From an optimization exercise on the open Yosys and OpenROAD flow, aimed at small area, a short achievable clock period and few clock cycles per item; shortcuts taken in it are not production practice.
At most, simulation tests tie the RTL to the original design; equivalence was not proved.
Power and IR drop assume default switching activity.

Setup of sierra:
==> flow/design.v (excerpt) <==
module audio_resample_packetizer_unit (
  input  wire logic                       clk_i,
  input  wire logic                       rst_ni,
  input  wire logic                       in_valid_i,
  output logic                            in_ready_o,
  input  wire logic [31:0]                in_first_channel_i,
  input  wire logic [31:0]                in_second_channel_i,
  input  wire logic                       in_buffer_start_i,
  input  wire logic                       in_silent_i,
  input  wire logic [63:0]                in_time_ns_i,
  output logic                            out_valid_o,
  input  wire logic                       out_ready_i,
  output logic [15:0]                     out_left_sample_o,
  output logic [15:0]                     out_right_sample_o,
  output logic [15:0]                     out_packet_sequence_o,
  output logic                            out_first_of_packet_o,
  output logic                            out_last_of_packet_o,
  output logic [63:0]                     out_packet_time_ns_o,
  output logic                            out_last_of_run_o,
  input  wire logic                       cfg_we_i,
  input  wire logic [arp_pkg::CIDX_W-1:0] cfg_index_i,
  input  wire logic [arp_pkg::CFG_W-1:0]  cfg_wdata_i
);
Size in the first run: about 1800 cells after synthesis, about 240 flip-flops, about 270 I/O pins, about 18000 um2 of cells after synthesis.
clock: 8.0 ns
lec_check: 0
cap_margin: 20
core_margin: 2
core_utilization: 40
cts_buf_list: sky130_fd_sc_hd__clkbuf_8
place_density: 0.6
setup_slack_margin: 4.8
slew_margin: 20
standard.sh (not shown) runs the stock make flow with config.mk's settings and CLKGATE_MAP_FILE= SYNTH_SCRIPT=/design/flow/synth_recipe.tcl, a recipe that flattens the netlist after the stock synthesis.
==> flow/flow/run.sh <==
#!/bin/bash
# Own layout flow: the standard flow, with every input and output port
# buffered by the smallest buffer (sky130_fd_sc_hd__buf_1) instead of the
# resizer's default choice. Everything else is the standard.sh.
set -euo pipefail
export BUFFER_PORTS_ARGS="-buffer_cell sky130_fd_sc_hd__buf_1"
bash standard.sh finish > flow_standard.log 2>&1 || { tail -50 flow_standard.log; exit 1; }
tail -5 flow_standard.log
Testbench counts of sierra, summed over its fixed seeds: cycles 10,882, items 6,400.
Changes in amber relative to sierra:
# sierra
export LEC_CHECK = 0
export CAP_MARGIN = 20
export CORE_MARGIN = 2
export CORE_UTILIZATION = 40
export CTS_BUF_LIST = sky130_fd_sc_hd__clkbuf_8
export PLACE_DENSITY = 0.6
export SETUP_SLACK_MARGIN = 4.8
export SLEW_MARGIN = 20
create_clock -name core_clock -period 8.0 [get_ports {clk_i}]
# amber
export LEC_CHECK = 0
export CAP_MARGIN = 20
export CORE_MARGIN = 2
export CORE_UTILIZATION = 55
export CTS_BUF_LIST = sky130_fd_sc_hd__clkbuf_8
export PLACE_DENSITY = 0.7
export SETUP_SLACK_MARGIN = 4.3
export SLEW_MARGIN = 20
create_clock -name core_clock -period 8.0 [get_ports {clk_i}]
==> comparison <==
- Number of CTS-inserted buffers is lower on amber
- amber vs sierra: worst slew margin relative to its limit up
- sierra and amber ended up with nearly the same data arrival time of the critical path.
- The final total power of amber was superior to that of sierra.

oak:
Another version of the RTL of audio_resample_packetizer_unit (not shown whole).
Size in the first run: about 2000 cells after synthesis, roughly 310 flip-flops, about 270 I/O pins, about 20000 sq um of cells after synthesis.
make LEC_CHECK=0 CAP_MARGIN=20 CORE_MARGIN=2 CORE_UTILIZATION=40 PLACE_DENSITY=0.6 SLEW_MARGIN=20 finish   # period 8.0 ns
run.sh (not shown) runs the stock make flow with config.mk's settings and CLKGATE_MAP_FILE= SYNTH_SCRIPT=/design/flow/synth_recipe.tcl, a recipe that flattens the netlist after the stock synthesis.
Stock flow here: none of the scripts above is used.
#### Input delta (pine over oak)
# oak
export LEC_CHECK = 0
export CAP_MARGIN = 20
export CORE_MARGIN = 2
export CORE_UTILIZATION = 40
export PLACE_DENSITY = 0.6
export SLEW_MARGIN = 20
create_clock -name core_clock -period 8.0 [get_ports {clk_i}]
# pine
export LEC_CHECK = 0
export CAP_MARGIN = 20
export CORE_MARGIN = 2
export CORE_UTILIZATION = 40
export PLACE_DENSITY = 0.6
export SETUP_SLACK_MARGIN = 4.5
export SLEW_MARGIN = 20
create_clock -name core_clock -period 8.0 [get_ports {clk_i}]
Results
Re all-layer global routing usage: pine is 1.3 points up on oak.
Changes observed in pine relative to oak: cell depth of the worst setup path has increased, total routed wirelength climbed about 8%, ratio of final minimum period to clock period dropped 14 points, layout overhead on the synthesized area picked up an extra 13 points.
The end point of the critical path comes out i_v1[7] in one run and in_ready_o in the other, namely in pine and oak respectively.
Compared to oak, pine shows a wider setup margin.
The lower arrival time at the worst endpoint came out of oak.
Function was not checked in any run of this note: the RTL went through the layout flow alone.

## port drivers added, routing unchanged
In the flow no input, the clock included, has a driving cell. The finished layouts below were timed again as built, in two steps. Step 1 assumes that a clkbuf_16 drives the clock port and a buf_2 every other input. Step 2 also shifts input and output timing later by t, the mid clock arrival at the registers, as if the neighbouring blocks saw the same clock. Slacks: no drivers / after step 1 / after step 2; pairs: no drivers / after step 1.
| run | shift t [ns] | slack for setup (ns) | worst slew at a driven data input, ns | cell pins on the clock port's net |
|---|---|---|---|---|
| sierra | 0.645 | 4.314 / 4.255 / 3.864 | 0.10 | 1 |
| amber | 0.617 | 4.315 / 4.248 / 3.821 | 0.11 | 1 |
| oak | 0.607 | 2.681 / 2.630 / 2.280 | 0.12 | 1 |
| pine | 0.603 | 3.839 / 3.855 / 3.252 | 0.10 | 1 |
After both steps setup and hold are still met in every run listed. The setup slack of pine, which loses most, moves by +0.016 ns with the drivers and by -0.587 ns with both steps.
